This design comes from an exercise in tuning for small area on the open sky130 flow, not from production work.
No run shown here included a check of the RTL's function; only the layout flow was run.
Power is estimated from default activity; no workload was simulated.

--- design/flow/flow/run.sh ---
#!/bin/bash
# Standard ORFS layout (the standard.sh) with these changes:
#  - at the end of floorplanning, the combinational logic of the synthesized netlist
#    is re-mapped for area with OpenROAD's restructure (ABC), onto the
#    platform library less its don't-use cells; registers are untouched;
#  - port buffers use the smallest plain buffer (buf_1) instead of the cell
#    buffer_ports picks by default;
#  - clock tree synthesis without dummy loads.
# Every tool's output goes to a log in this folder (standard.log, ORFS logs
# under orfs/logs).
set -euo pipefail
here=$(pwd)
python3 flow/filter_lib.py "$FLOW_HOME/platforms/sky130hd/lib/sky130_fd_sc_hd__tt_025C_1v80.lib" \
  "$here/rs_lib.lib" > filter_lib.log 2>&1
mkdir -p "$here/rs_work"
export RS_LIB="$here/rs_lib.lib"
export RS_WORK="$here/rs_work"
export POST_FLOORPLAN_TCL="$here/flow/restructure.tcl"
export BUFFER_PORTS_ARGS="-buffer_cell sky130_fd_sc_hd__buf_1"
export CTS_ARGS="-sink_clustering_enable -repair_clock_nets -sink_clustering_size 25 -sink_clustering_max_diameter 100 -dont_use_dummy_load"
bash standard.sh > standard.log 2>&1
--- design/flow/flow/filter_lib.py ---
# Copy a liberty file without the cells the platform marks don't-use
# (probe and lpflow cells), for the area restructuring step to map onto.
import re, sys
src, dst = sys.argv[1], sys.argv[2]
drop = re.compile(r'^\s*cell\s*\(\s*"?sky130_fd_sc_hd__(probe|lpflow_)')
out, skip, depth = [], False, 0
for line in open(src):
    if not skip and drop.match(line):
        skip, depth = True, 0
    if skip:
        depth += line.count('{') - line.count('}')
        if depth <= 0 and '}' in line:
            skip = False
        continue
    out.append(line)
open(dst, 'w').writelines(out)
--- design/flow/flow/restructure.tcl ---
# POST_FLOORPLAN hook: re-map the combinational logic of the synthesized
# netlist for area (registers are left as synthesis made them).
report_design_area
restructure -target area -liberty_file $::env(RS_LIB) \
  -tielo_port sky130_fd_sc_hd__conb_1/LO -tiehi_port sky130_fd_sc_hd__conb_1/HI \
  -work_dir $::env(RS_WORK) -abc_logfile $::env(RS_WORK)/abc.log
report_design_area
--- design/flow/standard.sh ---
#!/bin/bash
# synth_recipe.tcl (not shown) runs the flow's synth.tcl, then flattens the netlist and writes it again
# the make line also repeats each setting of config.mk as NAME=value (left out here)
make -C /OpenROAD-flow-scripts/flow DESIGN_CONFIG=/design/flow/config.mk WORK_HOME=/design/flow/orfs CLKGATE_MAP_FILE= SYNTH_SCRIPT=/design/flow/synth_recipe.tcl "${@:-finish}"
--- design/flow/config.mk ---
export PLATFORM = sky130hd
export DESIGN_NAME = yrow_delta_integrator
export DESIGN_NICKNAME = yrow_delta_integrator
export VERILOG_FILES = /design/flow/design.v
export SDC_FILE = /design/flow/constraint.sdc
export NUM_CORES = 4
export LEC_CHECK = 0
export ABC_AREA = 0
export CAP_MARGIN = 20
export CORE_MARGIN = 2
export CORE_UTILIZATION = 55
export CTS_CLUSTER_DIAMETER = 100
export CTS_CLUSTER_SIZE = 25
export SLEW_MARGIN = 20
--- design/flow/constraint.sdc ---
create_clock -name core_clock -period 7.0 [get_ports {clk}]
set_input_delay 1.4000 -clock core_clock [delete_from_list [all_inputs] [get_ports {clk}]]
set_output_delay 1.4000 -clock core_clock [all_outputs]
set_load 0.01 [all_outputs]
--- design/flow/design.v ---
module yrow_delta_integrator #(
  parameter int DATA_W     = 24,
  parameter int ENTRIES    = 5,
  parameter int ADDR_W     = 16,
  parameter int FIFO_DEPTH = 4
) (
  input  logic                     clk,
  input  logic                     rst_n,
  input  logic                     chng_valid,
  output logic                     chng_ready,
  input  logic [ADDR_W-1:0]        chng_row,
  input  logic [ADDR_W-1:0]        chng_col,
  input  logic [DATA_W-1:0]        chng_real,
  input  logic [DATA_W-1:0]        chng_img,
  input  logic                     filt_EN,
  output logic                     op_rd_req,
  output logic [ADDR_W-1:0]        op_y_row,
  input  logic [ENTRIES*2*DATA_W-1:0] ymem_data,
  input  logic                     yMemDataReady,
  output logic                     op_wr_en,
  output logic [ENTRIES*2*DATA_W-1:0] op_wr_data,
  output logic [2*DATA_W-1:0]      op_yVal1,
  output logic [2*DATA_W-1:0]      op_yVal2,
  output logic                     op_EX_EN,
  input  logic                     exModDone,
  output logic                     op_Done,
  output logic                     op_colErr
);
  localparam int ENT_W  = 2 * DATA_W;
  localparam int ROW_W  = ENTRIES * ENT_W;
  localparam int WORD_W = ADDR_W + 3 + 2 * DATA_W;
  localparam logic [2:0] S_IDLE    = 3'b000;
  localparam logic [2:0] S_FETCH   = 3'b001;
  localparam logic [2:0] S_UPDATE  = 3'b011;
  localparam logic [2:0] S_WRITE   = 3'b010;
  localparam logic [2:0] S_NOTIFY  = 3'b110;
  localparam logic [2:0] S_WAIT_EX = 3'b111;
  localparam logic [2:0] S_EX_SEEN = 3'b101;
  function automatic logic [DATA_W-1:0] sat_add(input logic [DATA_W-1:0] a,
                                                input logic [DATA_W-1:0] b);
    logic [DATA_W:0] sum;
    sum = {a[DATA_W-1], a} + {b[DATA_W-1], b};
    sat_add = (sum[DATA_W] ^ sum[DATA_W-1]) ? {sum[DATA_W], {(DATA_W-1){~sum[DATA_W]}}} : sum[DATA_W-1:0];
  endfunction
  logic [2:0] state_q, state_d;
  logic [WORD_W-1:0] fifo_q [FIFO_DEPTH];
  logic [2:0]        wr_ptr_q, rd_ptr_q;
  logic              done_q, col_err_q;
  logic [ADDR_W-1:0] row_q;
  logic [ENTRIES-1:0] sel_q;    
  logic [DATA_W-1:0] dre_q, dim_q;
  logic [ROW_W-1:0]  row_buf_q;
  logic              empty_s, full_s, push_s, pop_s, col_ok_s, idle_s;
  logic              in_err_s;
  logic [WORD_W-1:0] push_word_s, head_s;
  logic [ENT_W-1:0]  old_ent_s, new_ent_s;
  assign empty_s  = (wr_ptr_q == rd_ptr_q);
  assign full_s   = (wr_ptr_q == {~rd_ptr_q[2], rd_ptr_q[1:0]});
  assign idle_s   = (state_q == S_IDLE);
  assign push_s   = chng_valid & ~full_s;
  assign pop_s    = idle_s & filt_EN & ~empty_s;
  assign in_err_s = (chng_col >= ADDR_W'(ENTRIES));
  assign push_word_s = {chng_row, chng_col[2] | in_err_s, chng_col[1] | in_err_s,
                        chng_col[0], chng_real, chng_img};
  assign head_s   = fifo_q[rd_ptr_q[1:0]];
  assign col_ok_s = ~(head_s[2*DATA_W+2] & head_s[2*DATA_W+1]);
  always_ff @(posedge clk) begin
    for (int i = 0; i < FIFO_DEPTH; i++) begin
      if (push_s && wr_ptr_q[1:0] == 2'(i)) fifo_q[i] <= push_word_s;
    end
  end
  always_ff @(posedge clk or negedge rst_n) begin
    if (!rst_n) begin
      wr_ptr_q  <= 3'd0;
      rd_ptr_q  <= 3'd0;
      state_q   <= S_IDLE;
      done_q    <= 1'b1;
      col_err_q <= 1'b0;
    end else begin
      if (push_s) wr_ptr_q <= wr_ptr_q + 3'd1;
      if (pop_s)  rd_ptr_q <= rd_ptr_q + 3'd1;
      state_q   <= state_d;
      done_q    <= idle_s & empty_s;
      col_err_q <= col_err_q | (pop_s & ~col_ok_s);
    end
  end
  always_comb begin
    state_d = state_q;
    case (state_q)
      S_IDLE:    state_d = (pop_s && col_ok_s) ? S_FETCH : S_IDLE;
      S_FETCH:   state_d = yMemDataReady ? S_UPDATE : S_FETCH;
      S_UPDATE:  state_d = S_WRITE;
      S_WRITE:   state_d = S_NOTIFY;
      S_NOTIFY:  state_d = S_WAIT_EX;
      S_WAIT_EX: state_d = exModDone ? S_EX_SEEN : S_WAIT_EX;
      S_EX_SEEN: state_d = S_IDLE;
      default:   state_d = S_IDLE;
    endcase
  end
  always_ff @(posedge clk) begin
    if (pop_s) begin
      row_q <= head_s[2*DATA_W+3 +: ADDR_W];
      for (int k = 0; k < ENTRIES; k++) sel_q[k] <= (head_s[2*DATA_W +: 3] == 3'(k));
      dre_q <= head_s[DATA_W +: DATA_W];
      dim_q <= head_s[0 +: DATA_W];
    end
    if (state_q == S_FETCH) row_buf_q <= ymem_data;
  end
  always_comb begin
    old_ent_s = {ENT_W{1'b0}};
    for (int k = 0; k < ENTRIES; k++) begin
      old_ent_s = old_ent_s | ({ENT_W{sel_q[k]}} & row_buf_q[k*ENT_W +: ENT_W]);
    end
    new_ent_s = {sat_add(old_ent_s[DATA_W +: DATA_W], dre_q),
                 sat_add(old_ent_s[0 +: DATA_W], dim_q)};
  end
  for (genvar k = 0; k < ENTRIES; k++) begin : g_wr
    assign op_wr_data[k*ENT_W +: ENT_W] = ({ENT_W{sel_q[k]}} & new_ent_s) |
                                          ({ENT_W{~sel_q[k]}} & row_buf_q[k*ENT_W +: ENT_W]);
  end
  assign chng_ready = ~full_s;
  assign op_rd_req  = (state_q == S_FETCH);
  assign op_wr_en   = (state_q == S_WRITE);
  assign op_EX_EN   = (state_q == S_NOTIFY);
  assign op_y_row   = row_q;
  assign op_yVal1   = old_ent_s;
  assign op_yVal2   = new_ent_s;
  assign op_Done    = done_q;
  assign op_colErr  = col_err_q;
endmodule
==> results of run 1 <==
==> cell families after synthesis <==
| family | count (synthesis) |
|---|---|
| compound gates | 634 |
| fa+ha+maj | 60 |
| flops | 588 |
| simple gates | 507 |
| buf+inv | 207 |
| xor+xnor | 44 |
| mux | 23 |
==> Yosys cell counts, drive strengths merged, types with 5 or more instances <==
library cell    n  area share, %
and3           12           0.29
buf            25           0.42
o211ai          8           0.23
nand3          12           0.23
inv            63           0.90
nand2b          7           0.17
mux2           21           0.90
o21ai          29           0.55
a222oi        114            4.3
a22oi          49            1.4
o21a            6           0.17
edfxtp        577             66
nand2         113            1.6
xor2           18           0.60
and2            6           0.14
a21o           22           0.63
clkbuf        118            1.7
nor3           15           0.30
nor2b           5           0.12
ha             58            2.8
a21oi         295            5.6
dfrtp          10           0.95
a31oi          40           0.95
nor2          315            4.5
o221ai         11           0.37
a211oi         21           0.86
xnor2          26           0.87
==> worst register-to-register path, stage by stage, from the launching register on <==
cell      delay (ps)
dfrtp_1          510
clkinv_1         330
o221ai_1         330
or2_0            200
nand2_1          160
nor2_1           160
clkinv_1         220
nor2_4           380
buf_12           250
buf_4            520
==> state kept, by name (all words and copies together), names as in the netlist <==
register	count
row_buf_q	240
wr_ptr_q	3
sel_q	5
row_q	16
rd_ptr_q	3
col_err_q	1
state_q	3
fifo_q	268
done_q	1
dim_q	24
dre_q	24
==> routing by layer <==
| metal | share of wire (%) | wire [um] | global-route usage [%] | up-vias |
|---|---|---|---|---|
| li1 | - | - | - | 9019 |
| met1 | 39 | 35000 | 46.9 | 10500 |
| met2 | 48 | 43200 | 55.6 | 1312 |
| met3 | 9.1 | 8250 | 5.53 | 250 |
| met4 | 4.8 | 4330 | 14.2 | 4 |
| met5 | 0.024 | 22 | 0 | - |
==> worst min-delay path by stage <==
| stage | from | depth (start not counted) | end | slack (ps) |
|---|---|---|---|---|
| 5_1_grt | col_err_q | 1 | col_err_q | 510 |
| 2_1_floorplan | wr_ptr_q[2] | 1 | wr_ptr_q[2] | 460 |
| 3_3_place_gp | col_err_q | 1 | col_err_q | 450 |
| 4_1_cts | col_err_q | 1 | col_err_q | 470 |
| 3_5_place_dp | col_err_q | 1 | col_err_q | 450 |
| 6_report | col_err_q | 1 | col_err_q | 470 |
==> layout make-up <==
| type | instances | share of cell area, % |
|---|---|---|
| flip-flops and latches | 588 | 54.7 |
| multi-input cells | 1019 | 23.1 |
| repair buffers | 919 | 16.0 |
| well taps | 615 | 2.39 |
| clock buffers | 27 | 2.10 |
| inverters | 117 | 1.58 |
| diodes | 20 | 0.156 |
==> power breakdown <==
| part | switching, W | leakage [nW] | total (W) | internal [W] |
|---|---|---|---|---|
| Clock | 0.00104 | 0.333 | 0.00173 | 0.000689 |
| Combinational | 0.00488 | 5.28 | 0.00819 | 0.00331 |
| Sequential | 0.000311 | 5.39 | 0.00512 | 0.00481 |
==> metrics by stage <==
step                      area [sq um]  util, %
after floorplan                  26300        -
after global placement           28900     60.9
after detailed placement         28900     60.9
after CTS                        31200     65.8
after global routing             32200     67.8
final                            32200     67.8
==> timing repair <==
item                                    4_1_cts  5_1_grt
setup buffers                                90       35
endpoints found under the setup margin      276      276
resized for setup                           392      201
cloned                                        3        1
pin swaps                                    26       47
==> impl_metrics.csv, run 1 <==
group,metric,value,unit
sta,timing.final.ws_setup,-555,ps
clocking,clk_pin_slew,100,ps
final_layout,layout.cells.non_filler,3305,
sta,rsz0062_at_grt,"yes",
setup_path,worst-setup-path-type,"reg -> out",
global_routing,grt_pass1_vias,19400,
final_layout,multi_input_area,7420,sq um
setup_path,crit_end,"op_wr_data[157]",
route,drt_wl_total,90800,um
floorplan,dieArea,49500,sq um
setup_path,startpoint,"sel_q[1]",
final_layout,final_cell_mix,"edfxtp_1, buf_1, buf_4",
route,num_vias,21100,
final_layout,drive_gt1_share,22.7,%
setup_path,critPathLaunchType,"flop",
sta,report.final.setup_viol,192,
route,drtIter0Drc,2916,
global_routing,grt-ovfl-total,0,
clocking,cts_max_path_buffers,3,
placement,dpl.cell_count,3148,
sta,fin_crit,7550,ps
sta,fin_crit_sh,108,%
setup_path,path_buf_inv,9,
sta,skew,52.3,ps
route,detail-route-antenna-nets,0,
synthesis,synth.distinct_cells,69,
flow_run,maxCapViolations,0,
clocking,root_buffer,"clkbuf_16",
global_routing,grt_util_all_layers,34.4,%
clocking,cts_buffers,27,
sta,drv_slew,0,
synthesis,synthSimpleGateAreaFrac,7.97,%
setup_path,r2r_cells,9,
synthesis,synth-seq-cells,588,
setup_path,crit_path_end_kind,"output port",
setup_path,crit_fanout,6,
worst_hold_path,worstHoldPathType,"reg -> reg",
setup_path,worst-path-stages,34,
setup_path,arrival,6150,ps
setup_path,ff2ff_setup_slack,3510,ps
placement,gp_congestion,0.923,
sta,relSlewSlack,18.7,%
synthesis,synth_edf_count,577,
final_layout,nFillCells,3586,
final_layout,final_common_cell,"edfxtp_1",
run_status,status,"finished with violations",
synthesis,synthAdderAreaFrac,2.92,%
final_layout,register_area,17600,sq um
clocking,cts_max_level,1,
synthesis,synth_area,26300,sq um
sta,fin_setup_tns,-61570,ps
floorplan,die_w,223,um
floorplan,core_region_area,47400,sq um
power,power_density,467,nW/um^2
route,wl_per_cell,27.5,um
sta,tightest_slew,1220,ps
global_routing,grt_max_degree,167,
clocking,clock-sinks,588,
floorplan,row_count,80,
synthesis,ys_seq_area_share,67.0,%
sta,fmax,132,MHz
synthesis,async_flop_share,1.87,%
final_layout,syn_to_final_growth,22.5,%
synthesis,synthCells,2063,
setup_path,rr_startpoint,"rd_ptr_q[0]",
setup_path,critPathMaxStageDelay,510,ps
synthesis,ys.flop_type,"edfxtp_1",
clocking,hold_buffers,0,
synthesis,synth_top_family_by_area,"compound AO/OA/AOI/OAI gates",
floorplan,io_pins,684,
run_status,violations,"setup timing",
sta,final_hold_viol_count,0,
placement,post-place-ws,-483,ps
final_layout,nets,2998,
placement,dp_hpwl,61600,um
setup_path,slowest_stage,"a222oi_1",
sta,worst_hold_slack,466,ps
synthesis,synth_xor_area_share,1.47,%
power,max-vdd-ir-drop,284,uV
power,total_power,0.0150,W
global_routing,antenna_found_initial,21,
global_routing,grt_pass1_wl,127000,um
synthesis,muxShareOfSynthArea,0.976,%
clocking,clk_latency,620,ps
synthesis,synth_warnings,2,
synthesis,synth_compound_area_share,16.6,%
power,p_leak,11.0,nW
setup_path,r2r-end,"fifo_q[1][12]",
setup_path,cp_top_family,"compound AO/OA/AOI/OAI gates",
setup_path,critPathRequiredTime,5600,ps
placement,numPortBuffers,683,
floorplan,die_y,223,um
floorplan,start_util,55.4,%
route,viasPerCell,6.37,
route,drc,0,
route,dr.pass1.iters,8,
synthesis,syn_avg_cell_area,12.7,sq um
clocking,cts_tree,"done",
==> inputs of run 2 (changes only) <==
--- a/design/flow/design.v
+++ b/design/flow/design.v
@@ -52,7 +52,8 @@
   logic [ROW_W-1:0]  row_buf_q;
   logic              empty_s, full_s, push_s, pop_s, col_ok_s, idle_s;
   logic              in_err_s;
-  logic [WORD_W-1:0] push_word_s, head_s;
+  logic [WORD_W-1:0] push_word_s;
+  logic [WORD_W-1:0] head_s;
   logic [ENT_W-1:0]  old_ent_s, new_ent_s;
   assign empty_s  = (wr_ptr_q == rd_ptr_q);
   assign full_s   = (wr_ptr_q == {~rd_ptr_q[2], rd_ptr_q[1:0]});
@@ -62,7 +63,11 @@
   assign in_err_s = (chng_col >= ADDR_W'(ENTRIES));
   assign push_word_s = {chng_row, chng_col[2] | in_err_s, chng_col[1] | in_err_s,
                         chng_col[0], chng_real, chng_img};
-  assign head_s   = fifo_q[rd_ptr_q[1:0]];
+  always_comb begin
+    head_s = {WORD_W{1'b0}};
+    for (int i = 0; i < FIFO_DEPTH; i++)
+      head_s = head_s | ({WORD_W{rd_ptr_q[1:0] == 2'(i)}} & fifo_q[i]);
+  end
   assign col_ok_s = ~(head_s[2*DATA_W+2] & head_s[2*DATA_W+1]);
   always_ff @(posedge clk) begin
     for (int i = 0; i < FIFO_DEPTH; i++) begin
@@ -103,6 +108,8 @@
       for (int k = 0; k < ENTRIES; k++) sel_q[k] <= (head_s[2*DATA_W +: 3] == 3'(k));
       dre_q <= head_s[DATA_W +: DATA_W];
       dim_q <= head_s[0 +: DATA_W];
+    end else if (state_q == S_UPDATE) begin
+      {dre_q, dim_q} <= new_ent_s;
     end
     if (state_q == S_FETCH) row_buf_q <= ymem_data;
   end
@@ -115,7 +122,7 @@
                  sat_add(old_ent_s[0 +: DATA_W], dim_q)};
   end
   for (genvar k = 0; k < ENTRIES; k++) begin : g_wr
-    assign op_wr_data[k*ENT_W +: ENT_W] = ({ENT_W{sel_q[k]}} & new_ent_s) |
+    assign op_wr_data[k*ENT_W +: ENT_W] = ({ENT_W{sel_q[k]}} & {dre_q, dim_q}) |
                                           ({ENT_W{~sel_q[k]}} & row_buf_q[k*ENT_W +: ENT_W]);
   end
   assign chng_ready = ~full_s;
@@ -124,7 +131,7 @@
   assign op_EX_EN   = (state_q == S_NOTIFY);
   assign op_y_row   = row_q;
   assign op_yVal1   = old_ent_s;
-  assign op_yVal2   = new_ent_s;
+  assign op_yVal2   = {dre_q, dim_q};
   assign op_Done    = done_q;
   assign op_colErr  = col_err_q;
 endmodule
==> impl_metrics.csv, run 2 <==
group,metric,value,unit
synthesis,async_flop_share,1.87,%
setup_path,arrival,6180,ps
global_routing,grt_pass1_vias,19300,
sta,skew,36.6,ps
clocking,clk_latency,610,ps
route,dr.pass1.iters,6,
clocking,clk_pin_slew,100,ps
clocking,clock-sinks,588,
route,wl_per_cell,28.7,um
synthesis,synth_top_area_cell,"edfxtp_1",
floorplan,io_pins,684,
route,detail-route-antenna-nets,0,
sta,report.final.setup_viol,0,
sta,tightest_slew,1090,ps
final_layout,final_common_cell,"buf_1",
route,drc,0,
floorplan,row_count,80,
sta,fin_setup_tns,0,ps
placement,post-place-ws,1380,ps
worst_hold_path,worstHoldPathType,"reg -> reg",
final_layout,final_cell_mix,"buf_1, edfxtp_1, o22a_1",
synthesis,synthCells,1721,
synthesis,yosysTopAreaCellShare,65.4,%
final_layout,drive_gt1_share,4.10,%
setup_path,crit_path_end_kind,"flop",
sta,relSlewSlack,27.1,%
clocking,cts_setup_buffers,0,
final_layout,syn_to_final_growth,10.1,%
global_routing,busiest_layer,"met2",
clocking,cts_tree,"done",
final_layout,largest_reg_flops,268,
power,p_leak,9.05,nW
global_routing,grt_pass1_wl,123000,um
sta,fmax,175,MHz
floorplan,die_w,223,um
clocking,cts_resized,0,
floorplan,dieArea,49900,sq um
sta,fin_crit_sh,81.7,%
power,power_density,455,nW/um^2
sta,fin_crit,5720,ps
setup_path,crit_fanout,19,
setup_path,critPathRequiredTime,7460,ps
floorplan,die_y,223,um
sta,timing.final.ws_setup,1280,ps
global_routing,antenna_found_initial,17,
clocking,cts_buffers,27,
final_layout,top_register,"fifo_q",
floorplan,start_util,55.6,%
synthesis,synth.distinct_cells,79,
synthesis,synth-seq-cells,588,
setup_path,critPathLaunchType,"flop",
global_routing,grt_util_all_layers,33.2,%
clocking,root_buffer,"clkbuf_16",
synthesis,yosysMostFrequentCell,"edfxtp_1",
synthesis,syn_avg_cell_area,15.4,sq um
final_layout,nets,2720,
placement,dp_hpwl,59800,um
setup_path,worst-setup-path-type,"reg -> reg",
clocking,cts_max_path_buffers,3,
route,num_vias,19800,
placement,numPortBuffers,683,
route,drt_wl_total,86500,um
synthesis,synth_area_leaders,"edfxtp_1, mux2_2, a22oi_1",
placement,gp_congestion,0.908,
synthesis,synth_warnings,2,
floorplan,core_region_area,47600,sq um
global_routing,grt_max_degree,66,
sta,final_hold_viol_count,0,
global_routing,gr-usage-met3,8.02,%
sta,rsz0062_at_grt,"no",
run_status,status,"timing/DRC/antenna clean",
route,viasPerCell,6.56,
power,max-vdd-ir-drop,302,uV
synthesis,ys_seq_area_share,66.5,%
sta,drv_slew,0,
synthesis,synth_edf_count,577,
final_layout,top_regs,"fifo_q x268, row_buf_q x240",
global_routing,gr-usage-met2,55.9,%
synthesis,yosys-top-cells-count,"edfxtp_1, mux2_2, a22oi_1, nand2_1, clkbuf_1",
global_routing,grt_use_met1,41.1,%
global_routing,grt-ovfl-total,0,
flow_run,maxCapViolations,0,
clocking,cts_max_level,1,
route,drtIter0Drc,2199,
synthesis,synth_area,26500,sq um
clocking,hold_buffers,0,
synthesis,ys.flop_type,"edfxtp_1",
-- run 2: cell types whose count changed after synthesis, moves of 10 or more --
cell      before  now
mux2_2        21  240
a22oi_1       49  162
a222oi_1     114   48
a31oi_1       40    5
a32oi_1        0   25
o22ai_1        0   10
nand3_1       12   25
a32oi_2        0   10
a21oi_1      295   42
clkbuf_1     118   79
a221oi_1       0   14
inv_1         63   26
a22o_1         1   13
nor2_1       315   22
-- run 2: cell families (layout without fill, tap and decap cells) --
kind of cell / after synthesis / count (layout) / share of synthesized area, %
adders and majority gates: 58 / 0 / 2.80
DFF: 588 / 588 / 66.5
other: 0 / 11 / 0
muxes: 241 / 0 / 10.2
xor gates and xnor gates: 42 / 7 / 1.39
and+or+nand+nor: 231 / 279 / 4.25
AOI/OAI and AO/OA: 435 / 705 / 13.0
buffers and inverters: 126 / 813 / 1.86
-- run 2: final cells by class --
| type | instances | area (sq um) |
|---|---|---|
| inverter | 53 | 201 |
| fill | 3891 | 18500 |
| timing repair buffer | 733 | 2930 |
| tap | 615 | 769 |
| antenna | 11 | 27.5 |
| clock buffer | 27 | 676 |
| multi-input combinational | 991 | 6950 |
| sequential | 588 | 17600 |
-- run 2: worst paths after layout --
kind / endpoint / slack, ps / start / depth (start not counted)
setup / recovery: dre_q[21] / 1280 / sel_q[3] / 22
hold / removal: rd_ptr_q[2] / 520 / rd_ptr_q[2] / 1
setup reg to reg: dre_q[21] / 1280 / sel_q[3] / 22
hold reg to reg: rd_ptr_q[2] / 520 / rd_ptr_q[2] / 1
max in group asynchronous: rd_ptr_q[1] / 5750 / rst_n / 1
min in group asynchronous: col_err_q / 760 / rst_n / 1
-- run 2: layer usage --
layer	routed length, um	share of wire (%)	up-vias
li1	-	-	8569
met1	31900	37	9877
met2	42800	49	1129
met3	8210	9.5	216
met4	3500	4.1	12
met5	79	0.091	-
-- run 2: report_power, final --
part	switching (W)	internal, W	leakage [nW]
registers	0.000733	0.00499	5.40
logic	0.00382	0.00198	3.31
clock network	0.00105	0.000690	0.333
total	0.00560	0.00766	9.05
-- run 2: critical path, stage by stage (launching register included) --
cell      delay, ps
edfxtp_1        810
a222oi_1        250
nand2_1         150
nand2_1         120
nor2_1          140
a21oi_1          60
nor2_1          140
a21oi_1          80
nor2_1          180
a21oi_1          90
o22ai_1         440
nor2_1          160
o311a_1         350
o21ai_0         310
o21ai_0         300
nand3b_1        160
o21ai_0         120
nor2_1          230
a31oi_1         170
nand2_1         700
clkinv_1        220
a211oi_1        260
o22a_1          150
-- run 2: metrics by stage --
| step | power (W) | std cells | instance area (sq um) | utilization [%] | hold slack, ps |
|---|---|---|---|---|---|
| final | 0.0133 | 3018 | 29200 | 61.2 | 518 |
| after detailed placement | 0.0115 | 2980 | 28500 | 59.7 | 501 |
| after CTS | 0.0132 | 3007 | 29100 | 61.2 | 517 |
| after global routing | 0.0139 | 3015 | 29200 | 61.2 | 535 |
| after global placement | 0.0114 | 2978 | 28500 | 59.7 | 482 |
| after floorplan | 0.00949 | 1721 | 26500 | - | 462 |
==> inputs of run 3 (changes only) <==
--- a/design/flow/flow/run.sh
+++ b/design/flow/flow/run.sh
@@ -3,6 +3,8 @@
 #  - at the end of floorplanning, the combinational logic of the synthesized netlist
 #    is re-mapped for area with OpenROAD's restructure (ABC), onto the
 #    platform library less its don't-use cells; registers are untouched;
+#  - floorplanning removes the synthesis buffers instead of sizing for
+#    timing (REMOVE_ABC_BUFFERS=1), so restructure starts from synthesis;
 #  - port buffers use the smallest plain buffer (buf_1) instead of the cell
 #    buffer_ports picks by default;
 #  - clock tree synthesis without dummy loads.
@@ -16,6 +18,7 @@
 export RS_LIB="$here/rs_lib.lib"
 export RS_WORK="$here/rs_work"
 export POST_FLOORPLAN_TCL="$here/flow/restructure.tcl"
+export REMOVE_ABC_BUFFERS=1
 export BUFFER_PORTS_ARGS="-buffer_cell sky130_fd_sc_hd__buf_1"
 export CTS_ARGS="-sink_clustering_enable -repair_clock_nets -sink_clustering_size 25 -sink_clustering_max_diameter 100 -dont_use_dummy_load"
 bash standard.sh > standard.log 2>&1
==> impl_metrics.csv, run 3 <==
group,metric,value,unit
sta,tightest_slew,1030,ps
synthesis,synth_top_family_by_area,"compound AO/OA/AOI/OAI gates",
power,p_sw,0.00554,W
final_layout,final_core_util,61.2,%
synthesis,synth_top_area_cell,"edfxtp_1",
clocking,hold_buffers,0,
synthesis,muxShareOfSynthArea,10.2,%
floorplan,core_region_area,47600,sq um
global_routing,grt-ovfl-total,0,
sta,fin_crit_sh,83.7,%
synthesis,yosysMostFrequentCell,"edfxtp_1",
synthesis,synth.distinct_cells,79,
clocking,clock-sinks,588,
clocking,clk_pin_slew,100,ps
route,drc,0,
global_routing,antenna_found_initial,7,
sta,fin_setup_tns,0,ps
setup_path,critPathMaxStageDelay,950,ps
power,power_frac_clock,13.3,%
sta,fin_crit,5860,ps
final_layout,final_cell_mix,"buf_1, edfxtp_1, o22a_1",
clocking,cts_resized,0,
power,swShare,41.9,%
synthesis,synth-seq-cells,588,
floorplan,die_w,223,um
synthesis,ys_seq_area_share,66.5,%
placement,post-place-ws,1230,ps
sta,timing.final.ws_setup,1140,ps
global_routing,grt_pass1_wl,121000,um
sta,skew,55.8,ps
placement,gp_congestion,0.888,
synthesis,async_flop_share,1.87,%
synthesis,yosys-top-cells-count,"edfxtp_1, mux2_2, a22oi_1, nand2_1, clkbuf_1",
clocking,cts_max_level,1,
global_routing,grt_pass1_vias,19000,
power,p_int,0.00769,W
global_routing,grt_util_all_layers,32.3,%
synthesis,synth_area_leaders,"edfxtp_1, mux2_2, a22oi_1",
synthesis,yosysTopAreaCellShare,65.4,%
setup_path,critPathLaunchType,"flop",
clocking,cts_buffers,28,
clocking,root_buffer,"clkbuf_16",
power,max-vdd-ir-drop,240,uV
power,pwr-share-comb,43.7,%
synthesis,synth_compound_area_share,13.0,%
placement,dp_hpwl,57700,um
clocking,clk_latency,610,ps
setup_path,worst-setup-path-type,"reg -> reg",
global_routing,grt_max_degree,139,
final_layout,top_register,"fifo_q",
sta,final_hold_viol_count,0,
power,p_leak,9.02,nW
power,power_density,454,nW/um^2
floorplan,row_count,80,
route,num_vias,19600,
synthesis,synthAdderAreaFrac,2.80,%
route,dr.pass1.iters,9,
floorplan,start_util,55.6,%
worst_hold_path,worstHoldPathType,"reg -> reg",
synthesis,synth_area,26500,sq um
setup_path,cp_top_family,"simple AND/OR/NAND/NOR gates",
setup_path,crit_path_cell_trace,"buf_12 -> a22oi_1 -> nand2_1 -> nand2_1 -> nor2_1 -> o21ai_0 -> o22a_1 -> nor2_1 -> a21oi_1 -> nor2_1 -> a21oi_1 -> and3_1 -> or3_1 -> nand2_1 -> clkinv_1 -> nor3_1 -> nor3_1 -> nor2_1 -> o21ai_0 -> nand2_1 -> clkinv_1 -> nor2_1 -> nor2_1 -> a31oi_1",
clocking,cts_max_path_buffers,3,
sta,drv_slew,0,
final_layout,syn_to_final_growth,10.1,%
power,power_frac_seq,43.1,%
route,drtIter0Drc,2376,
synthesis,synthCells,1721,
sta,fmax,171,MHz
final_layout,top_regs,"fifo_q x268, row_buf_q x240",
setup_path,arrival,6310,ps
route,viasPerCell,6.54,
synthesis,synth_warnings,2,
run_status,status,"timing/DRC/antenna clean",
setup_path,critPathRequiredTime,7440,ps
floorplan,die_y,223,um
route,detail-route-antenna-nets,0,
clocking,cts_setup_buffers,0,
route,wl_per_cell,28.0,um
floorplan,dieArea,49900,sq um
setup_path,crit_path_end_kind,"flop",
final_layout,final_common_cell,"buf_1",
route,drt_wl_total,84100,um
synthesis,ys.flop_type,"edfxtp_1",
setup_path,slowest_stage,"edfxtp_1",
sta,relSlewSlack,31.5,%
final_layout,drive_gt1_share,3.69,%
synthesis,synth_xor_area_share,1.39,%
flow_run,maxCapViolations,0,
synthesis,synthSimpleGateAreaFrac,4.25,%
final_layout,largest_reg_flops,268,
sta,report.final.setup_viol,0,
setup_path,crit_top_cell,"nor2_1",
clocking,cts_tree,"done",
sta,rsz0062_at_grt,"no",
synthesis,syn_avg_cell_area,15.4,sq um
synthesis,synth_edf_count,577,
floorplan,io_pins,684,
placement,numPortBuffers,683,
setup_path,path_buf_inv,3,
setup_path,crit_fanout,36,
final_layout,nets,2710,
==> run 3: layer usage <==
layer / up-vias / global-route usage (%) / routed length (um)
li1: 8548 / - / -
met1: 9808 / 42.0 / 32100
met2: 1110 / 54.8 / 42200
met3: 161 / 6.53 / 7180
met4: 6 / 10.5 / 2640
met5: - / 0 / 38
==> run 3: cell families (layout without fill, tap and decap cells) <==
family / after synthesis / after routing
fa+ha+maj: 58 / 0
flops: 588 / 588
other cells: 0 / 5
simple gates: 231 / 279
xor+xnor: 42 / 7
buf+inv: 126 / 803
mux: 241 / 0
compound gates: 435 / 705
==> run 3: power by group through the flow <==
| stage | Combinational (W) | Sequential [W] | Clock [W] |
|---|---|---|---|
| finish | 0.00578 | 0.00570 | 0.00176 |
| global route | 0.00624 | 0.00577 | 0.00189 |
| CTS | 0.00575 | 0.00568 | 0.00179 |
| detailed placement | 0.00572 | 0.00576 | 0 |
| global placement | 0.00567 | 0.00574 | 0 |
| floorplan | 0.00389 | 0.00559 | 0 |
==> run 3: worst paths after layout <==
path / from / end / slack (ps) / cells after the start
setup / recovery: sel_q[2] / dim_q[18] / 1140 / 24
hold / removal: col_err_q / col_err_q / 500 / 1
setup reg to reg: sel_q[2] / dim_q[18] / 1140 / 24
hold reg to reg: col_err_q / col_err_q / 500 / 1
max in group asynchronous: rst_n / rd_ptr_q[1] / 5760 / 1
min in group asynchronous: rst_n / rd_ptr_q[0] / 770 / 1
==> run 3: area by class of cell <==
type / instances / area [sq um]
repair buffers: 722 / 2920
clock buffers: 28 / 701
fillers: 3900 / 18500
well taps: 615 / 769
multi-input cells: 991 / 6960
diodes: 5 / 12.5
flip-flops and latches: 588 / 17600
inverters: 53 / 201
==> run 3: per-stage QoR <==
step	cell area, sq um	hold slack [ps]	std cells	power, W
floorplan	26100	462	1621	0.00948
global placement	28400	491	2969	0.0114
detailed placement	28400	484	2969	0.0115
CTS	29100	512	2997	0.0132
global route	29200	530	2999	0.0139
finish	29200	504	3002	0.0132
==> inputs of run 4 (changes only) <==
==> design/flow/flow/run.sh (replaced) <==
#!/bin/bash
# Standard ORFS layout (the standard.sh) with these changes:
#  - at the end of floorplanning, the combinational logic of the synthesized netlist
#    is re-mapped for area with OpenROAD's restructure (ABC), onto the
#    platform library less its don't-use cells; registers are untouched;
#  - port buffers use the smallest plain buffer (buf_1) instead of the cell
#    buffer_ports picks by default;
#  - clock tree synthesis with clkbuf_8 buffers and without dummy loads.
# Every tool's output goes to a log in this folder (standard.log, ORFS logs
# under orfs/logs).
set -euo pipefail
here=$(pwd)
python3 flow/filter_lib.py "$FLOW_HOME/platforms/sky130hd/lib/sky130_fd_sc_hd__tt_025C_1v80.lib" \
  "$here/rs_lib.lib" > filter_lib.log 2>&1
mkdir -p "$here/rs_work"
export RS_LIB="$here/rs_lib.lib"
export RS_WORK="$here/rs_work"
export POST_FLOORPLAN_TCL="$here/flow/restructure.tcl"
export BUFFER_PORTS_ARGS="-buffer_cell sky130_fd_sc_hd__buf_1"
export CTS_ARGS="-sink_clustering_enable -repair_clock_nets -sink_clustering_size 15 -sink_clustering_max_diameter 70 -buf_list sky130_fd_sc_hd__clkbuf_8 -dont_use_dummy_load"
bash standard.sh > standard.log 2>&1
--- a/design/flow/config.mk
+++ b/design/flow/config.mk
@@ -9,6 +9,7 @@
 export CAP_MARGIN = 20
 export CORE_MARGIN = 2
 export CORE_UTILIZATION = 55
-export CTS_CLUSTER_DIAMETER = 100
-export CTS_CLUSTER_SIZE = 25
+export CTS_BUF_LIST = sky130_fd_sc_hd__clkbuf_8
+export CTS_CLUSTER_DIAMETER = 70
+export CTS_CLUSTER_SIZE = 15
 export SLEW_MARGIN = 20
==> impl_metrics.csv, run 4 <==
group,metric,value,unit
sta,fmax,176,MHz
final_layout,largest_reg_flops,268,
clocking,cts_resized,0,
final_layout,multi_input_area,6950,sq um
synthesis,synth_area,26500,sq um
flow_run,maxCapViolations,0,
setup_path,arrival,6230,ps
power,p_sw,0.00562,W
placement,post-place-ws,1380,ps
floorplan,dieArea,49900,sq um
clocking,cts_setup_buffers,0,
final_layout,nFillCells,3885,
setup_path,crit_top_cell,"nor2_1",
sta,worst_hold_slack,503,ps
setup_path,critPathMaxStageDelay,720,ps
sta,timing.final.ws_setup,1320,ps
placement,dp_hpwl,59800,um
clocking,cts_tree,"done",
floorplan,start_util,55.6,%
clocking,cts_max_level,2,
sta,tightest_slew,1060,ps
power,p_int,0.00756,W
final_layout,syn_to_final_growth,9.97,%
final_layout,top_regs,"fifo_q x268, row_buf_q x240",
sta,skew,62.4,ps
clocking,clock-sinks,588,
power,power_frac_seq,43.4,%
synthesis,muxShareOfSynthArea,10.2,%
power,p_leak,9.04,nW
sta,report.final.setup_viol,0,
clocking,root_buffer,"clkbuf_8",
placement,gp_congestion,0.908,
synthesis,syn_avg_cell_area,15.4,sq um
sta,fin_crit,5680,ps
synthesis,synth_xor_area_share,1.39,%
synthesis,synth.distinct_cells,79,
global_routing,grt-ovfl-total,0,
synthesis,ys.flop_type,"edfxtp_1",
synthesis,synthAdderAreaFrac,2.80,%
clocking,cts_max_path_buffers,3,
placement,numPortBuffers,683,
synthesis,synth_warnings,2,
setup_path,cp_top_family,"simple AND/OR/NAND/NOR gates",
route,highest_layer,"met5",
synthesis,synth_top_family_by_area,"compound AO/OA/AOI/OAI gates",
route,drt_wl_total,86900,um
clocking,clk_latency,690,ps
route,wl_per_cell,28.6,um
setup_path,crit_fanout,28,
route,dr.pass1.iters,6,
synthesis,yosys-top-cells-count,"edfxtp_1, mux2_2, a22oi_1, nand2_1, clkbuf_1",
worst_hold_path,worstHoldStart,"fifo_q[1][54]",
global_routing,grt_pass1_vias,19400,
synthesis,yosysMostFrequentCell,"edfxtp_1",
power,power_density,453,nW/um^2
setup_path,critPathLaunchType,"flop",
route,wirelength_met1,31900,um
floorplan,core_region_area,47600,sq um
floorplan,die_w,223,um
final_layout,drive_gt1_share,4.85,%
sta,fin_setup_tns,0,ps
global_routing,grt_max_degree,66,
sta,relSlewSlack,29.6,%
run_status,status,"timing/DRC/antenna clean",
sta,final_hold_viol_count,0,
power,max-vdd-ir-drop,254,uV
worst_hold_path,worstHoldPathType,"reg -> reg",
floorplan,row_count,80,
final_layout,register_area,17600,sq um
route,num_vias,19800,
final_layout,final_common_cell,"buf_1",
clocking,hold_buffers,0,
route,drc,0,
setup_path,rr_startpoint,"sel_q[0]",
floorplan,io_pins,684,
setup_path,slowest_stage,"edfxtp_1",
route,drtIter0Drc,2168,
global_routing,antenna_found_initial,18,
floorplan,die_y,223,um
setup_path,critPathRequiredTime,7550,ps
synthesis,synthSimpleGateAreaFrac,4.25,%
clocking,cts_buffers,46,
setup_path,startpoint,"sel_q[0]",
final_layout,final_cell_mix,"buf_1, edfxtp_1, o22a_1",
route,wl_met3,8150,um
route,viasPerCell,6.52,
sta,rsz0062_at_grt,"no",
sta,drv_slew,0,
sta,fin_crit_sh,81.2,%
synthesis,synth_area_leaders,"edfxtp_1, mux2_2, a22oi_1",
final_layout,nets,2739,
synthesis,synth_compound_area_share,13.0,%
synthesis,ys_seq_area_share,66.5,%
power,pwr-share-comb,43.9,%
power,swShare,42.6,%
synthesis,synth_edf_count,577,
setup_path,path_buf_inv,4,
route,route.met2.wl,42900,um
synthesis,synth-seq-cells,588,
power,power_frac_clock,12.6,%
setup_path,worst-setup-path-type,"reg -> reg",
final_layout,top_register,"fifo_q",
synthesis,yosysTopAreaCellShare,65.4,%
route,detail-route-antenna-nets,0,
setup_path,crit_path_cell_trace,"buf_4 -> a222oi_1 -> nand2_1 -> clkinv_1 -> nor2_1 -> o21ai_0 -> o22a_1 -> nor2_1 -> a21oi_1 -> nor2_1 -> a21oi_1 -> and3_1 -> or3_1 -> nand2_1 -> clkinv_1 -> nor3_1 -> nor3_1 -> nor2_1 -> o21ai_0 -> nand2_1 -> clkinv_1 -> a221oi_1 -> o22a_1",
global_routing,grt_util_all_layers,33.7,%
global_routing,grt_pass1_wl,124000,um
setup_path,crit_path_end_kind,"flop",
synthesis,async_flop_share,1.87,%
clocking,clk_pin_slew,100,ps
synthesis,synth_top_area_cell,"edfxtp_1",
synthesis,synthCells,1721,
[run 4: cell counts after synthesis]
Identical to the previous run, type by type.
[run 4: cell families after synthesis]
family / after synthesis
xor+xnor: 42
compound gates: 435
flops: 588
simple gates: 231
fa+ha+maj: 58
mux: 241
buf+inv: 126
[run 4: power groups by stage]
stage | Clock, W | Combinational (W) | Sequential, W
after floorplan | 0 | 0.00403 | 0.00546
after global placement | 0 | 0.00568 | 0.00576
after detailed placement | 0 | 0.00574 | 0.00578
after CTS | 0.00170 | 0.00575 | 0.00570
after global routing | 0.00180 | 0.00625 | 0.00580
final | 0.00166 | 0.00579 | 0.00572
[run 4: metrics by stage]
step | cell area (sq um) | total power, W | util (%) | instances
after floorplan | 26500 | 0.00949 | - | 1721
after global placement | 28500 | 0.0114 | 59.7 | 2978
after detailed placement | 28500 | 0.0115 | 59.7 | 2980
after CTS | 29100 | 0.0132 | 61.1 | 3026
after global routing | 29100 | 0.0139 | 61.1 | 3035
final | 29100 | 0.0132 | 61.1 | 3037
[run 4: worst paths after layout]
kind,cells after the start,slack [ps],to
max,23,1320,dim_q[8]
min,1,500,row_q[3]
max reg2reg,23,1320,dim_q[8]
min reg2reg,1,500,row_q[3]
max in group asynchronous,1,5800,rd_ptr_q[1]
min in group asynchronous,1,700,state_q[0]
[run 4: per-layer routing]
layer / GRT usage, % / vias to the layer above
met4: 16.5 / 14
li1: - / 8606
met1: 41.4 / 9853
met2: 55.9 / 1109
met5: 0 / -
met3: 8.35 / 213
[run 4: layout make-up]
cell class                      count  area share (%)
Antenna cell                       11          0.0945
Clock buffer                       46            2.17
Inverter                           53           0.692
Multi-Input combinational cell    991            23.9
Sequential cell                   588            60.5
Tap cell                          615            2.64
Timing Repair Buffer              733            10.1
==> inputs of run 5 (changes only) <==
--- a/design/flow/design.v
+++ b/design/flow/design.v
@@ -38,9 +38,14 @@
   localparam logic [2:0] S_EX_SEEN = 3'b101;
   function automatic logic [DATA_W-1:0] sat_add(input logic [DATA_W-1:0] a,
                                                 input logic [DATA_W-1:0] b);
-    logic [DATA_W:0] sum;
-    sum = {a[DATA_W-1], a} + {b[DATA_W-1], b};
-    sat_add = (sum[DATA_W] ^ sum[DATA_W-1]) ? {sum[DATA_W], {(DATA_W-1){~sum[DATA_W]}}} : sum[DATA_W-1:0];
+    logic [DATA_W:0]   c;
+    logic [DATA_W-1:0] s;
+    c[0] = 1'b0;
+    for (int i = 0; i < DATA_W; i++) begin
+      s[i]   = a[i] ^ b[i] ^ c[i];
+      c[i+1] = (a[i] & b[i]) | (a[i] & c[i]) | (b[i] & c[i]);
+    end
+    sat_add = (c[DATA_W] ^ c[DATA_W-1]) ? {a[DATA_W-1], {(DATA_W-1){~a[DATA_W-1]}}} : s;
   endfunction
   logic [2:0] state_q, state_d;
   logic [WORD_W-1:0] fifo_q [FIFO_DEPTH];
@@ -52,8 +57,7 @@
   logic [ROW_W-1:0]  row_buf_q;
   logic              empty_s, full_s, push_s, pop_s, col_ok_s, idle_s;
   logic              in_err_s;
-  logic [WORD_W-1:0] push_word_s;
-  logic [WORD_W-1:0] head_s;
+  logic [WORD_W-1:0] push_word_s, head_s;
   logic [ENT_W-1:0]  old_ent_s, new_ent_s;
   assign empty_s  = (wr_ptr_q == rd_ptr_q);
   assign full_s   = (wr_ptr_q == {~rd_ptr_q[2], rd_ptr_q[1:0]});
@@ -63,11 +67,7 @@
   assign in_err_s = (chng_col >= ADDR_W'(ENTRIES));
   assign push_word_s = {chng_row, chng_col[2] | in_err_s, chng_col[1] | in_err_s,
                         chng_col[0], chng_real, chng_img};
-  always_comb begin
-    head_s = {WORD_W{1'b0}};
-    for (int i = 0; i < FIFO_DEPTH; i++)
-      head_s = head_s | ({WORD_W{rd_ptr_q[1:0] == 2'(i)}} & fifo_q[i]);
-  end
+  assign head_s   = fifo_q[rd_ptr_q[1:0]];
   assign col_ok_s = ~(head_s[2*DATA_W+2] & head_s[2*DATA_W+1]);
   always_ff @(posedge clk) begin
     for (int i = 0; i < FIFO_DEPTH; i++) begin
==> design/flow/flow/run.sh (replaced) <==
#!/bin/bash
# Standard ORFS layout (the standard.sh) with these changes:
#  - at the end of floorplanning, the combinational logic of the synthesized netlist
#    is re-mapped for area with OpenROAD's restructure (ABC), onto the
#    platform library less its don't-use cells; registers are untouched;
#  - floorplanning removes the synthesis buffers instead of sizing for
#    timing (REMOVE_ABC_BUFFERS=1), so restructure starts from synthesis;
#  - port buffers use the smallest plain buffer (buf_1) instead of the cell
#    buffer_ports picks by default;
#  - clock tree synthesis without dummy loads.
# Every tool's output goes to a log in this folder (standard.log, ORFS logs
# under orfs/logs).
set -euo pipefail
here=$(pwd)
python3 flow/filter_lib.py "$FLOW_HOME/platforms/sky130hd/lib/sky130_fd_sc_hd__tt_025C_1v80.lib" \
  "$here/rs_lib.lib" > filter_lib.log 2>&1
mkdir -p "$here/rs_work"
export RS_LIB="$here/rs_lib.lib"
export RS_WORK="$here/rs_work"
export POST_FLOORPLAN_TCL="$here/flow/restructure.tcl"
export REMOVE_ABC_BUFFERS=1
export BUFFER_PORTS_ARGS="-buffer_cell sky130_fd_sc_hd__buf_1"
export CTS_ARGS="-sink_clustering_enable -repair_clock_nets -sink_clustering_size 25 -sink_clustering_max_diameter 100 -dont_use_dummy_load"
bash standard.sh > standard.log 2>&1
--- a/design/flow/config.mk
+++ b/design/flow/config.mk
@@ -9,7 +9,6 @@
 export CAP_MARGIN = 20
 export CORE_MARGIN = 2
 export CORE_UTILIZATION = 55
-export CTS_BUF_LIST = sky130_fd_sc_hd__clkbuf_8
-export CTS_CLUSTER_DIAMETER = 70
-export CTS_CLUSTER_SIZE = 15
+export CTS_CLUSTER_DIAMETER = 100
+export CTS_CLUSTER_SIZE = 25
 export SLEW_MARGIN = 20
==> impl_metrics.csv, run 5 <==
group,metric,value,unit
setup_path,arrival,8380,ps
synthesis,synthCells,1710,
setup_path,crit_path_end_kind,"flop",
floorplan,row_count,79,
worst_hold_path,worstHoldPathType,"reg -> reg",
global_routing,grt_pass1_vias,19400,
sta,fmax,125,MHz
synthesis,ys.flop_type,"edfxtp_1",
setup_path,critPathLaunchType,"flop",
global_routing,grt_max_degree,80,
sta,timing.final.ws_setup,-1020,ps
floorplan,core_region_area,46400,sq um
synthesis,synth_area_leaders,"edfxtp_1, mux2_2, fa_1",
placement,dpl_cell_area,29100,sq um
run_status,status,"finished with violations",
run_status,violations,"setup timing",
flow_run,maxCapViolations,0,
setup_path,worst-setup-path-type,"reg -> reg",
power,power_frac_seq,40.4,%
floorplan,start_util,55.4,%
power,max-vdd-ir-drop,261,uV
final_layout,syn_to_final_growth,23.7,%
setup_path,crit_fanout,6,
floorplan,io_pins,684,
sta,fin_crit,8020,ps
clocking,cts_tree,"done",
route,drtIter0Drc,2171,
floorplan,die_y,220,um
clocking,cts_buffers,27,
setup_path,ff2ff_setup_slack,-1020,ps
final_layout,layout.cells.non_filler,3247,
global_routing,grt_pass1_wl,125000,um
setup_path,critPathMaxStageDelay,500,ps
placement,dp_hpwl,57800,um
final_layout,top_register,"fifo_q",
power,p_leak,10.4,nW
global_routing,grt_util_all_layers,34.9,%
setup_path,critPathRequiredTime,7360,ps
sta,drv_slew,0,
route,drc,0,
final_layout,final_common_cell,"buf_1",
synthesis,yosysMostFrequentCell,"edfxtp_1",
power,power_frac_clock,12.7,%
placement,gp_congestion,0.903,
route,wl_per_cell,27.6,um
clocking,clk_latency,610,ps
sta,rsz0062_at_grt,"yes",
global_routing,grt-ovfl-total,0,
floorplan,die_w,220,um
clocking,clk_pin_slew,100,ps
placement,dpl.cell_count,3109,
synthesis,synth_top_area_cell,"edfxtp_1",
power,power_density,432,nW/um^2
clocking,cts_max_path_buffers,3,
synthesis,synth-seq-cells,588,
power,swShare,40.8,%
route,drt_wl_total,89500,um
final_layout,drive_gt1_share,18.4,%
route,num_vias,20700,
placement,numPortBuffers,683,
sta,relSlewSlack,22.6,%
synthesis,ys_seq_area_share,68.5,%
route,viasPerCell,6.38,
route,dr.pass1.iters,9,
sta,report.final.setup_viol,48,
synthesis,yosys-top-cells-count,"edfxtp_1, mux2_2, nand2_1, inv_1, a222oi_1",
clocking,root_buffer,"clkbuf_16",
synthesis,synth.distinct_cells,41,
final_layout,nets,2958,
clocking,hold_buffers,0,
synthesis,synth_area,25700,sq um
sta,fin_crit_sh,115,%
setup_path,slowest_stage,"edfxtp_1",
final_layout,final_cell_mix,"buf_1, edfxtp_1, o22a_1",
synthesis,synth_warnings,2,
floorplan,dieArea,48500,sq um
final_layout,design_area,31800,sq um
sta,final_hold_viol_count,0,
final_layout,largest_reg_flops,268,
final_layout,top_regs,"fifo_q x268, row_buf_q x240",
clocking,cts_max_level,1,
synthesis,async_flop_share,1.87,%
sta,skew,40.8,ps
placement,post-place-ws,-3030,ps
synthesis,syn_avg_cell_area,15.0,sq um
synthesis,synth_edf_count,577,
power,p_sw,0.00559,W
route,detail-route-antenna-nets,0,
power,p_int,0.00813,W
global_routing,antenna_found_initial,11,
clocking,clock-sinks,588,
setup_path,crit_top_cell,"nor2_4",
sta,tightest_slew,1160,ps
sta,worst_hold_slack,513,ps
power,pwr-share-comb,46.9,%
synthesis,yosysTopAreaCellShare,67.4,%
==> run 5: cell types whose count changed after synthesis, moves of 25 or more <==
cell and change:
a22oi_1 -113, nand2_1 +72, inv_1 +68, fa_1 +46, ha_1 -46, nor2_1 +40
nand4_1 +37, nor3_1 +30, o21ai_0 +28, a222oi_1 +26, a32oi_1 -25
==> run 5: stage by stage <==
step	TNS, ps	power [W]	util (%)
finish	-40620	0.0137	68.6
global route	-56360	0.0143	68.5
CTS	-30630	0.0133	67.4
detailed placement	-130130	0.0109	62.8
global placement	-117080	0.0108	62.8
floorplan	-1429470	0.00847	-
==> run 5: cell families after synthesis <==
group	after synthesis	share of synthesized area (%)
AOI/OAI and AO/OA	250	6.93
xor gates and xnor gates	12	0.409
muxes	246	10.8
adders and majority gates	58	4.23
DFF	588	68.5
buffers and inverters	205	3.21
and+or+nand+nor	351	5.94
==> run 5: timing repair <==
action | CTS | global route
setup endpoints to repair | 48 | 48
gates resized for setup | 224 | 97
buffers inserted | 76 | 33
pin swaps | 73 | 81
hold endpoints to repair | 0 | 0
gates cloned | 7 | 1
==> run 5: per-layer routing <==
metal  share of wire (%)  GRT usage (%)
met1                  38           46.1
met2                  50           58.5
met3                 9.2           6.28
met4                 3.4           12.4
met5               0.042              0
==> run 5: cell type report <==
class                      count  area [sq um]
fill                        3528         14600
timing repair buffer         956          4900
multi-input combinational    991          7560
sequential                   588         17600
inverter                      68           258
clock buffer                  27           676
antenna                       10          25.0
tap                          607           759
==> run 5: worst max-delay path: cells and delay by family, from the launching register on <==
kind	cells	cell delay, ps
compound gates	26	3640
buf+inv	13	1870
flops	1	500
simple gates	26	1770
==> run 5: power groups by stage <==
stage                     registers [W]  logic, W  clock network (W)
after detailed placement        0.00557   0.00529                  0
after CTS                       0.00551   0.00605            0.00176
after global routing            0.00561   0.00687            0.00187
final                           0.00554   0.00644            0.00174
after floorplan                 0.00553   0.00294                  0
after global placement          0.00554   0.00521                  0
==> run 5: final timing paths <==
check                           cells after the start          from          end
worst min-delay path                                1   wr_ptr_q[2]  wr_ptr_q[2]
min in group asynchronous                           1         rst_n  rd_ptr_q[1]
worst max register to register                     65  row_buf_q[0]    dim_q[12]
max in group asynchronous                           1         rst_n  rd_ptr_q[0]
worst max-delay path                               65  row_buf_q[0]    dim_q[12]
worst min register to register                      1   wr_ptr_q[2]  wr_ptr_q[2]

==> static timing again, ports no longer ideal <==
The results above use ideal ports. As a check the final layouts listed here were re-extracted and re-timed, cells and wires unchanged.
Step 1 assumes that a clkbuf_16 drives the clock port and a buf_2 every other input.
Step 2 adds t to the input delays and takes it off the output delays; t is the mean of the earliest and latest rising clock arrival at the registers after step 1. Input paths then give back, and output paths get back, about the clock's delay inside the block.
Slacks: ideal / step 1 / step 2; pairs: ideal / step 1.
run	t (ns)	setup slack, ns	worst slew at a driven data input, ns	cell pins on the clock port's net
run 1	0.653	-0.555 / -0.614 / 0.040	0.18	1
run 2	0.657	1.281 / 1.281 / 1.281	0.14	1
run 3	0.639	1.138 / 1.138 / 1.138	0.14	1
run 4	0.721	1.316 / 1.316 / 1.316	0.15	1
run 5	0.651	-1.023 / -1.023 / -1.023	0.19	1
